This is an optimization exercise on Yosys and OpenROAD, whose aim is a short achievable clock period and few clock cycles, not a production implementation. In this exercise RTL edits were held to simulation tests only and were not proved equivalent to the original. Power is estimated from default activity; no workload was simulated.

==> design/flow/run.sh <==
#!/bin/bash
# synth_recipe.tcl (not shown) runs the flow's synth.tcl, then flattens the netlist and writes it again
# the make line also repeats each setting of config.mk as NAME=value (left out here)
make -C /OpenROAD-flow-scripts/flow DESIGN_CONFIG=/design/flow/config.mk WORK_HOME=/design/flow/orfs CLKGATE_MAP_FILE= SYNTH_SCRIPT=/design/flow/synth_recipe.tcl finish
==> design/flow/config.mk <==
export PLATFORM = sky130hd
export DESIGN_NAME = ww_top
export DESIGN_NICKNAME = ww_top
export VERILOG_FILES = /design/flow/design.v
export SDC_FILE = /design/flow/constraint.sdc
export NUM_CORES = 4
export LEC_CHECK = 0
export ABC_CLOCK_PERIOD_IN_PS = 3000
export CAP_MARGIN = 20
export CELL_PAD_IN_SITES_DETAIL_PLACEMENT = 2
export CELL_PAD_IN_SITES_GLOBAL_PLACEMENT = 2
export CORE_MARGIN = 2
export CORE_UTILIZATION = 25
export GPL_TIMING_DRIVEN = 1
export PLACE_DENSITY = 0.35
export SETUP_SLACK_MARGIN = 3.2
export SLEW_MARGIN = 20
export TNS_END_PERCENT = 5
==> design/flow/constraint.sdc <==
create_clock -name core_clock -period 7.0 [get_ports {clk}]
set_input_delay 1.4000 -clock core_clock [delete_from_list [all_inputs] [get_ports {clk}]]
set_output_delay 1.4000 -clock core_clock [all_outputs]
set_load 0.01 [all_outputs]
==> design/flow/design.v <==
`timescale 1ns/100ps
package ww_pkg;
	localparam logic [4:0] OP_TS = 5'o10;
	localparam logic [4:0] OP_CP = 5'o16;
	localparam logic [4:0] OP_SP = 5'o17;
	localparam logic [4:0] OP_CA = 5'o20;
	localparam logic [4:0] OP_AD = 5'o22;
	localparam logic [4:0] OP_SU = 5'o23;
	function automatic logic [15:0] oc_add(logic [15:0] a, logic [15:0] b);
		logic [15:0] g;
		logic [15:0] p;
		logic [15:0] gg;
		logic [15:0] pp;
		logic [15:0] c;
		g = a & b;
		p = a ^ b;
		gg = g;
		pp = p;
		for (int d = 1; d < 16; d = d * 2) begin
			for (int i = 15; i >= d; i--) begin
				gg[i] = gg[i] | (pp[i] & gg[i-d]);
				pp[i] = pp[i] & pp[i-d];
			end
		end
		c[0] = gg[15];
		for (int i = 1; i < 16; i++) begin
			c[i] = gg[i-1] | (pp[i-1] & gg[15]);
		end
		oc_add = p ^ c;
	endfunction
	function automatic logic [31:0] oc_csa(logic [15:0] a, logic [15:0] b, logic [15:0] c);
		logic [15:0] s;
		logic [15:0] m;
		s = a ^ b ^ c;
		m = (a & b) | (a & c) | (b & c);
		oc_csa = {s, m[14:0], m[15]};
	endfunction
	function automatic logic is_op(logic [15:0] w, logic [4:0] op);
		is_op = w[15:11] == op;
	endfunction
	function automatic logic is_st_addr(logic [10:0] a);
		is_st_addr = (&a[10:5]) && (a[4:0] < 5'd5);
	endfunction
	function automatic logic [15:0] rdm(logic [31:0][15:0] mem, logic [10:0] b, int m);
		logic [31:0][15:0] rot;
		logic ok;
		for (int j = 0; j < 32; j++) begin
			rot[j] = mem[(j + m) % 32];
		end
		if (m == 0) begin
			ok = &b[10:5];
		end else begin
			ok = ((&b[10:5]) && (b[4:0] <= 5'(31 - m))) ||
				((b[10:5] == 6'b111110) && (b[4:0] >= 5'(32 - m)));
		end
		rdm = ok ? rot[b[4:0]] : 16'd0;
	endfunction
endpackage
`timescale 1ns/100ps
`timescale 1ns/100ps
`timescale 1ns/100ps
`timescale 1ns/100ps
`timescale 1ns/100ps
`timescale 1ns/100ps
module ww_top (
	input logic clk,
	input logic reset,
	input logic wb_cyc_i,
	input logic wb_stb_i,
	input logic wb_we_i,
	input logic [10:0] wb_adr_i,
	input logic [15:0] wb_dat_i,
	output logic wb_ack_o,
	output logic [15:0] wb_dat_o,
	output logic status_running,
	output logic [10:0] status_pc,
	output logic [15:0] status_ac
);
	localparam int W = 2;		 
	logic ack;
	logic run;
	logic [10:0] start_pc;
	logic [31:0][15:0] mem;		 
	logic [15:0] rd_dat;
	logic start_q;
	logic access;
	logic bus_wr;
	logic b_ctrl;
	logic b_blk;
	assign access = wb_cyc_i && wb_stb_i && !ack;
	assign bus_wr = access && wb_we_i;
	assign b_ctrl = wb_adr_i == 11'd0;
	assign b_blk = &wb_adr_i[10:5];
	always_ff @(posedge clk) begin
		if (b_ctrl) begin
			rd_dat <= {4'd0, run, start_pc};
		end else if (b_blk) begin
			rd_dat <= mem[wb_adr_i[4:0]];
		end else begin
			rd_dat <= '0;
		end
	end
	always_ff @(posedge clk or negedge reset) begin
		if (!reset) begin
			ack <= 1'b0;
			run <= 1'b0;
			start_pc <= '0;
			start_q <= 1'b0;
		end else begin
			ack <= access;
			start_q <= bus_wr && b_ctrl && wb_dat_i[11] && !run;
			if (bus_wr && b_ctrl) begin
				run <= wb_dat_i[11];
				start_pc <= wb_dat_i[10:0];
			end
		end
	end
	assign wb_ack_o = ack;
	assign wb_dat_o = rd_dat;
	localparam int D_CA = 6;
	localparam int D_AD = 5;
	localparam int D_SU = 4;
	localparam int D_ST = 3;
	localparam int D_SP = 2;
	localparam int D_CP = 1;
	localparam int D_SF = 0;
	function automatic logic [6:0] dec(logic [15:0] w, logic [10:0] at);
		dec = {ww_pkg::is_op(w, ww_pkg::OP_CA),
			ww_pkg::is_op(w, ww_pkg::OP_AD),
			ww_pkg::is_op(w, ww_pkg::OP_SU),
			ww_pkg::is_op(w, ww_pkg::OP_TS) && ww_pkg::is_st_addr(w[10:0]),
			ww_pkg::is_op(w, ww_pkg::OP_SP),
			ww_pkg::is_op(w, ww_pkg::OP_CP),
			w[10:0] == at};
	endfunction
	localparam int NI = W * (W + 1) / 2;	 
	localparam int GW = 2 * W + NI + W;
	function automatic int ib(int k, int j);
		ib = (k - 1) * k / 2 + j;
	endfunction
	function automatic logic [GW-1:0] grpchk(logic [W-1:0][15:0] g, logic [10:0] b);
		logic [W-1:0] vld;
		logic [W-1:0] fwd;
		logic raw;
		logic early;
		logic bad;
		logic arb;
		logic [6:0] di;
		logic [6:0] dk;
		logic [NI-1:0] incl;
		logic [W-1:0] binc;
		logic stop;
		for (int k = 1; k <= W; k++) begin
			stop = 1'b0;
			for (int j = k - 1; j >= 0; j--) begin
				di = dec(g[j], 11'd0);
				incl[ib(k, j)] = !stop && (di[D_CA] || di[D_AD] || di[D_SU]);
				stop = stop || di[D_CA];
			end
			binc[k-1] = !stop;
		end
		vld[0] = 1'b1;
		fwd[0] = 1'b0;
		for (int k = 1; k < W; k++) begin
			raw = 1'b0;
			early = 1'b0;
			bad = 1'b0;
			arb = 1'b0;
			dk = dec(g[k], 11'd0);
			for (int i = 0; i < k; i++) begin
				di = dec(g[i], 11'd0);
				if (di[D_ST] && g[i][10:0] == 11'(b + 11'(k))) begin
					bad = 1'b1;
				end
				if (di[D_ST] && g[i][10:0] == g[k][10:0]) begin
					raw = 1'b1;
					early = !arb;
				end
				arb = arb || di[D_CA] || di[D_AD] || di[D_SU];
			end
			if ((dk[D_CA] || dk[D_AD] || dk[D_SU]) && raw && !early) begin
				bad = 1'b1;
			end
			fwd[k] = raw && early;
			vld[k] = vld[k-1] && !bad;
		end
		grpchk = {binc, incl, vld, fwd};
	endfunction
	logic running;
	logic [1:0] rl;			 
	logic [10:0] pc;		 
	logic [15:0] ac;
	logic [W-1:0][15:0] I;
	logic [W-1:0][15:0] O;
	logic [W-1:0][W-2:0][15:0] T;
	logic [W-1:0][15:0] F;
	logic [W-1:0][6:0] d;		 
	logic [W-1:0] vld;
	logic [W-1:0] fwd;
	logic [NI-1:0] incl;
	logic [W-1:0] binc;
	logic adv;
	logic exmode;
	logic stepb;
	assign adv = running && run;
	assign exmode = adv && (rl == 2'd0);
	assign stepb = start_q || (adv && rl == 2'd1);
	logic [W-1:0][10:0] a;
	logic [W-1:0] ca, ar, st, sp, cp, sf;
	always_comb begin
		for (int k = 0; k < W; k++) begin
			a[k] = I[k][10:0];
			ca[k] = d[k][D_CA];
			ar[k] = d[k][D_CA] || d[k][D_AD] || d[k][D_SU];
			st[k] = d[k][D_ST];
			sp[k] = d[k][D_SP];
			cp[k] = d[k][D_CP];
			sf[k] = d[k][D_SF];
		end
	end
	logic [W:0][15:0] acs;
	logic [W-1:0][15:0] opx;
	always_comb begin
		logic [15:0] s;
		logic [15:0] c;
		logic [15:0] t;
		for (int k = 0; k < W; k++) begin
			opx[k] = (fwd[k] ? ac : O[k]) ^ {16{d[k][D_SU]}};
		end
		acs[0] = ac;
		for (int k = 1; k <= W; k++) begin
			s = ac & {16{binc[k-1]}};
			c = opx[k-1] & {16{incl[ib(k, k-1)]}};
			for (int j = k - 2; j >= 0; j--) begin
				t = opx[j] & {16{incl[ib(k, j)]}};
				{s, c} = ww_pkg::oc_csa(s, c, t);
			end
			acs[k] = ww_pkg::oc_add(s, c);
		end
	end
	logic [W-1:0] taken;
	logic [W-1:0] ex;		 
	logic [W-1:0] tk;		 
	logic [W-1:0] spl;		 
	logic [W-1:0] stw;		 
	logic nt_all;
	logic halt_x;
	always_comb begin
		for (int k = 0; k < W; k++) begin
			taken[k] = sp[k] || (cp[k] && acs[k][15]);
		end
		ex[0] = exmode;
		spl[0] = 1'b0;
		for (int k = 1; k < W; k++) begin
			ex[k] = ex[k-1] && !taken[k-1] && vld[k];
			spl[k] = ex[k-1] && !taken[k-1] && !vld[k];
		end
		halt_x = 1'b0;
		for (int k = 0; k < W; k++) begin
			tk[k] = ex[k] && taken[k];
			stw[k] = ex[k] && st[k];
			halt_x = halt_x || (tk[k] && sf[k]);
		end
		nt_all = ex[W-1] && !taken[W-1];
	end
	logic [W:0][10:0] cb;
	logic [W:0][W-1:0][15:0] cw;
	logic [W:0][W-1:0][15:0] co;
	logic [W:0][W-1:0][W-2:0][15:0] ct;
	logic [W:0][W-1:0][15:0] cf;
	logic [W:0][W-1:0][6:0] cd;
	logic [W:0][GW-1:0] cg;
	logic [W:0] hz;
	logic [W:0] h_sp;
	logic [W:0] h_cp;
	always_comb begin
		logic [10:0] x;
		logic [15:0] v;
		for (int c = 0; c <= W; c++) begin
			cb[c] = (c < W) ? a[c] : 11'(pc + 11'(W));
			for (int m = 0; m < W; m++) begin
				if (c < W) begin
					cw[c][m] = (m == 0) ? O[c] : T[c][(m == 0) ? 0 : m - 1];
				end else begin
					cw[c][m] = F[m];
				end
			end
			hz[c] = 1'b0;
			for (int k = 0; k < W; k++) begin
				if (k < c && st[k]) begin
					for (int m = 0; m < W; m++) begin
						if (a[k] == 11'(cb[c] + 11'(m))) begin
							hz[c] = 1'b1;
						end
					end
				end
			end
			for (int m = 0; m < W; m++) begin
				x = cw[c][m][10:0];
				v = ww_pkg::rdm(mem, x, 0);
				for (int k = 0; k < W; k++) begin
					if (k < c && st[k] && a[k] == x) begin
						v = acs[k];
					end
				end
				co[c][m] = v;
				for (int j = 1; j < W; j++) begin
					x = 11'(cw[c][m][10:0] + 11'(j));
					v = ww_pkg::rdm(mem, cw[c][m][10:0], j);
					for (int k = 0; k < W; k++) begin
						if (k < c && st[k] && a[k] == x) begin
							v = acs[k];
						end
					end
					ct[c][m][j-1] = v;
				end
				x = 11'(cb[c] + 11'(W + m));
				v = ww_pkg::rdm(mem, cb[c], W + m);
				for (int k = 0; k < W; k++) begin
					if (k < c && st[k] && a[k] == x) begin
						v = acs[k];
					end
				end
				cf[c][m] = v;
				cd[c][m] = dec(cw[c][m], 11'(cb[c] + 11'(m)));
			end
			cg[c] = grpchk(cw[c], cb[c]);
			h_sp[c] = !hz[c] && cd[c][0][D_SF] && cd[c][0][D_SP];
			h_cp[c] = !hz[c] && cd[c][0][D_SF] && cd[c][0][D_CP];
		end
	end
	logic [10:0] rb_pc;
	assign rb_pc = start_q ? start_pc : pc;
	logic [W-1:0][6:0] rb_d;
	logic [GW-1:0] rb_g;
	always_comb begin
		for (int m = 0; m < W; m++) begin
			rb_d[m] = dec(I[m], 11'(rb_pc + 11'(m)));
		end
		rb_g = grpchk(I, rb_pc);
	end
	logic [W:0] sel;		 
	logic [10:0] pc_n;
	logic [15:0] ac_n;
	logic rl_n;
	logic h0;			 
	always_comb begin
		for (int c = 0; c < W; c++) begin
			sel[c] = tk[c] && !sf[c];
		end
		sel[W] = nt_all;
		pc_n = '0;
		ac_n = '0;
		rl_n = |spl;
		for (int c = 0; c < W; c++) begin
			if (tk[c]) begin
				pc_n = pc_n | (sf[c] ? 11'(pc + 11'(c)) : cb[c]);
				ac_n = ac_n | acs[c];
			end
			if (spl[c]) begin
				pc_n = pc_n | 11'(pc + 11'(c));
				ac_n = ac_n | acs[c];
			end
		end
		if (nt_all) begin
			pc_n = pc_n | cb[W];
			ac_n = ac_n | acs[W];
		end
		h0 = 1'b0;
		for (int c = 0; c <= W; c++) begin
			if (sel[c]) begin
				rl_n = rl_n | hz[c];
				h0 = h0 | h_sp[c] | (h_cp[c] && acs[c][15]);
			end
		end
	end
	logic [W-1:0][15:0] i_n;
	logic [W-1:0][15:0] o_n;
	logic [W-1:0][W-2:0][15:0] t_n;
	logic [W-1:0][15:0] f_n;
	logic [W-1:0][6:0] d_n;
	logic [GW-1:0] g_n;
	always_comb begin
		i_n = '0;
		o_n = '0;
		t_n = '0;
		f_n = '0;
		d_n = '0;
		g_n = '0;
		for (int c = 0; c <= W; c++) begin
			if (sel[c]) begin
				i_n = i_n | cw[c];
				o_n = o_n | co[c];
				t_n = t_n | ct[c];
				f_n = f_n | cf[c];
				d_n = d_n | cd[c];
				g_n = g_n | cg[c];
			end
		end
	end
	logic h0_rb;
	assign h0_rb = rb_d[0][D_SF] && (rb_d[0][D_SP] || (rb_d[0][D_CP] && ac[15]));
	always_ff @(posedge clk or negedge reset) begin
		if (!reset) begin
			running <= 1'b0;
			rl <= 2'd0;
			pc <= '0;
			ac <= '0;
			I <= '0;
			O <= '0;
			T <= '0;
			F <= '0;
			d <= '0;
			vld <= '0;
			fwd <= '0;
			incl <= '0;
			binc <= '0;
		end else if (stepb) begin
			running <= run && !h0_rb;
			rl <= 2'd0;
			pc <= rb_pc;
			for (int m = 0; m < W; m++) begin
				O[m] <= ww_pkg::rdm(mem, a[m], 0);
				for (int j = 1; j < W; j++) begin
					T[m][j-1] <= ww_pkg::rdm(mem, a[m], j);
				end
			end
			d <= rb_d;
			{binc, incl, vld, fwd} <= rb_g;
		end else if (adv && rl == 2'd2) begin
			rl <= 2'd1;
			for (int m = 0; m < W; m++) begin
				I[m] <= ww_pkg::rdm(mem, pc, m);
				F[m] <= ww_pkg::rdm(mem, pc, W + m);
			end
		end else if (exmode) begin
			running <= !h0 && !halt_x;
			pc <= pc_n;
			ac <= ac_n;
			rl <= rl_n ? 2'd2 : 2'd0;
			I <= i_n;
			O <= o_n;
			T <= t_n;
			F <= f_n;
			d <= d_n;
			{binc, incl, vld, fwd} <= g_n;
		end else begin
			if (!adv) begin
				running <= 1'b0;
			end
			if (!running) begin
				for (int m = 0; m < W; m++) begin
					I[m] <= ww_pkg::rdm(mem, wb_dat_i[10:0], m);
					F[m] <= ww_pkg::rdm(mem, wb_dat_i[10:0], W + m);
				end
			end
		end
	end
	logic [4:0] st_hit;
	logic [4:0][15:0] st_val;
	always_comb begin
		st_hit = '0;
		st_val = '0;
		for (int k = 0; k < W; k++) begin
			for (int j = 0; j < 5; j++) begin
				if (stw[k] && a[k][4:0] == 5'(j)) begin
					st_hit[j] = 1'b1;
					st_val[j] = acs[k];
				end
			end
		end
	end
	always_ff @(posedge clk or negedge reset) begin
		if (!reset) begin
			mem <= '0;
		end else begin
			for (int j = 0; j < 5; j++) begin
				if (st_hit[j]) begin
					mem[j] <= st_val[j];
				end
			end
			if (bus_wr && b_blk) begin
				mem[wb_adr_i[4:0]] <= wb_dat_i;
			end
		end
	end
	assign status_running = running;
	assign status_pc = pc;
	assign status_ac = ac;
endmodule
==> results.txt <==
[cell usage in the layout (no fill, tap or decap), types with 169 or more instances in the layout]
cell     Yosys  routed
mux2_2     659     659
a21oi_1    377     338
mux4_2    3586    3586
dfrtp_1    701     610
o21ai_0    571     534
xnor2_1    297     272
nor2_1     460     426
buf_4       10    1200
nand3_1    258     245
nand2_1    879     828
mux2i_1   1973    1918
buf_12       0     169
[state kept, by name, indices dropped and copies added, names as in the netlist, 2 cells and up]
| name | cells |
|---|---|
| start_pc | 11 |
| rd_dat | 16 |
| T | 32 |
| ac | 16 |
| O | 32 |
| I | 32 |
| pc | 11 |
| F | 32 |
| rl | 2 |
| incl | 3 |
| binc | 2 |
| mem | 512 |
| d | 10 |
[synthesized netlist by cell type, drive strengths merged (134+ instances only)]
| master | instances | area [um2] |
|---|---|---|
| mux4 | 3586 | 80800 |
| nand2 | 879 | 3300 |
| o21ai | 574 | 2880 |
| clkbuf | 1866 | 7010 |
| o211ai | 148 | 1110 |
| dfrtp | 701 | 17500 |
| nor2 | 460 | 1730 |
| nor3 | 153 | 776 |
| mux2i | 1973 | 19700 |
| nand3 | 258 | 1290 |
| xor2 | 134 | 1170 |
| buf | 902 | 3900 |
| a21oi | 377 | 1890 |
| xnor2 | 298 | 2620 |
| mux2 | 667 | 7510 |
[cell families after synthesis]
group | after synthesis
buffers and inverters | 2868
adder cells (fa/ha/maj) | 87
flip-flops | 717
XOR/XNOR | 450
AO/OA/AOI/OAI | 1961
AND/OR/NAND/NOR | 2339
multiplexers | 6226
[timing repair]
item	4_1_cts	5_1_grt
resized for setup	590	195
hold endpoints to repair	0	0
pin swaps	91	66
setup buffers	246	71
gates cloned	28	10
setup endpoints to repair	535	607
[per-layer routing]
| layer | share of wire, % | track usage, % | vias up | wire length, um |
|---|---|---|---|---|
| met2 | 42 | 58.0 | 11200 | 590000 |
| met4 | 6.6 | 22.8 | 106 | 92400 |
| met3 | 10 | 10.9 | 2214 | 140000 |
| li1 | - | - | 57500 | - |
| met5 | 0.069 | 0 | - | 968 |
| met1 | 41 | 54.0 | 92700 | 573000 |
[final cells by class]
class                           count  share of cell area, %
Inverter                           99                  0.270
Multi-Input combinational cell  11100                   73.4
Timing Repair inverter              1                0.00456
Timing Repair Buffer             1642                   8.69
Clock inverter                     51                  0.423
Antenna cell                      138                  0.180
Sequential cell                   717                   9.43
Clock buffer                      177                   1.82
Tap cell                         8879                   5.78
[worst max-delay path by stage]
stage                 startpoint                  end  slack [ns]  cells after the start
6_report        I[6]$_DFFE_PN0P_     O[7]$_DFFE_PN0P_        2.55                      9
5_1_grt         d[4]$_DFFE_PN0P_    I[25]$_DFFE_PN0P_        2.57                     19
4_1_cts        F[20]$_DFFE_PN0P_    O[22]$_DFFE_PN0P_        2.73                     11
3_5_place_dp    d[4]$_DFFE_PN0P_  running$_DFFE_PN0P_        1.36                     14
3_3_place_gp   I[17]$_DFFE_PN0P_    F[26]$_DFFE_PN0P_        1.09                     11
2_1_floorplan  O[17]$_DFFE_PN0P_    ac[1]$_DFFE_PN0P_        3.01                     21
[power breakdown]
part	leakage, uW	total, uW	internal [uW]	switching, uW
Combinational	0.0483	1500	475	1020
Clock	0.00208	7270	4150	3110
Sequential	0.00937	4170	4150	21.1
[worst max-delay path, cell delays in order, from the launching register on]
cell and delay [ns]:
dfrtp_2 0.62, buf_4 0.40, and2_1 0.24, nand4_1 0.32, nor2_1 0.42, nand2_4 0.33
buf_4 0.45, a31oi_1 0.26, nand4_1 0.89, o21ai_1 0.34
[per-stage QoR]
step	util [%]	cells	instance area, um2
global placement	27.0	22000	179000
finish	29.0	22800	192000
global route	28.9	22700	192000
floorplan	-	14600	167000
CTS	28.6	22500	190000
detailed placement	27.0	22000	179000
==> impl_results.md <==
* Status: timing/DRC/antenna clean
* Pwr/cell area at a little under 70 nW/um2
* Mapped Area at ~170000 um2
* Layout fillers at around 70000
* Adder-Cell Fraction of Synth Area at less than 1%
* Fin crit share at 63.6%
* H-Tree Depth at 3
* Row cnt at roughly 300
* Core ar. at about 660000 um2
* Clock transition at path regs at ~0.07 ns
* Layout cell share with drive strength beyond 1 at between 40% and 50%
* Maxcap violations at 0
* Initial DRC count at 23000
* Slew Limit Fails at 0
* Die width at between 800 and 900 um
* Antenna violations before repair at between 200 and 250
* Worst-Margin Slew at ~1.3 ns
* EDFF count, synth at 0
* Setup violators final at 0
* Fin crit period at about 4.5 ns
* Drt drc at 0
* Final count of hold timing violations at 0
* Sequential element share of the synthesized area at between 10% and 20%
* Top FF cell, synth: dfrtp_1
* CTS buffer count at between 100 and 150
* RSZ-0062 raised after global routing: true
* Hold WS at roughly 0.41 ns
* Fraction of registers with async set/reset at between 90% and 100%
* Critical path endpoint category: register
* R2R depth at 9
* Port buffer count at 76
* Total Power at 12900 uW
* # hold bufs at CTS at 0
* TNS Setup at 0 ns
* Post-DP HPWL at between 900000 and 1000000 um
* Max clock buf depth at 4
* RR Endpoint: O[7]$_DFFE_PN0P_
* I/O pin count at 77
* Syn_area_per_cell at approximately 11 um2
* Worst-skew pair later-pin latency at about 1.0 ns
* Antenna-violating nets left at 0
* Post-Place Worst Slack at around 1.4 ns
* Fmax at roughly 220 MHz
* DRT Pass-1 Iters at 6
* Area of the multi-input gates at about 140000 um2
* Final WL at around 1400000 um
* Slew margin rel. at about a tenth
* Hold/Removal Path Class: in2async
* Grt total ovfl at 0
* Mux cell area share after synthesis at roughly two thirds
* Crit path DAT at approximately 5.3 ns
* Yosys cell types at 107
* CTS tree: built
* Critical Path Start Type: register
* Critical-path maximum fanout at 18
* Pleak at between 0.05 and 0.06 uW
* Gr usage total at around 40%
* Final worst slack at roughly 2.5 ns
* #FFs+latches synth at a little over 700
* R2r setup slk at around 2.5 ns
* Vias in the first global route at between 150k and 200k
* Synth Area in Compound Gates at under 10%
* First-pass GRT wire length at around 1800000 um
* Post-Syn Nets at approximately 15000
* WS Path Type: reg2reg
* Starting Density at between 20% and 30%
* Die Footprint at around 670000 um2
* Warnings, synthesis at 1
* Via Count at 164000
* Area Overhead vs Synth at 15.3%
* Required time worst endpoint at slightly below 8 ns
* VDD IR-drop max at between 200 and 300 uV
* DR WL/cell at 61.4 um
* Post-Synth XOR/XNOR Area at under 10%
* Clock Sink Count at 717
* RePlAce Congestion at 0.949
* Clock skew at about 0.072 ns
* Fin nets at between 10000 and 15000
* Synth Area in Simple Gates at under 10%
* Reg2reg start: I[6]$_DFFE_PN0P_
* Cell count after synthesis at around 15000
* Die Y at approximately 820 um
* Register area at 18100 um2
* Largest family of logic cells by synthesized area: multiplexers
* Clock root buffer: clkbuf_16
* Drt via density at just over 7
* Maximum number of pins on one net before global-route repair at about 110
Testbench counts, summed over its fixed seeds: cycles 14,460.

[afterwards: timing with drivers on the ports]
In the flow no input, the clock included, has a driving cell. The finished layout below was timed again as built, in two steps.
Step 1 assumes that a clkbuf_16 drives the clock port and a buf_2 every other input.
Step 2 also shifts input and output timing later by t, the mid clock arrival at the registers, as if the neighbouring blocks saw the same clock.
a / b / c = no drivers / after step 1 / after step 2; a / b = the first two.
shift t [ns]: 1.142
setup slack, ns: 2.548 / 2.548 / 1.505
hold slack, ns: 0.409 / 0.331 / 0.484
latest minus earliest clock arrival (ns): 0.079 / 0.080
After both steps this run still meets setup and hold. The setup slack of this run moves by 0.000 ns with the drivers and by -1.043 ns with both steps.
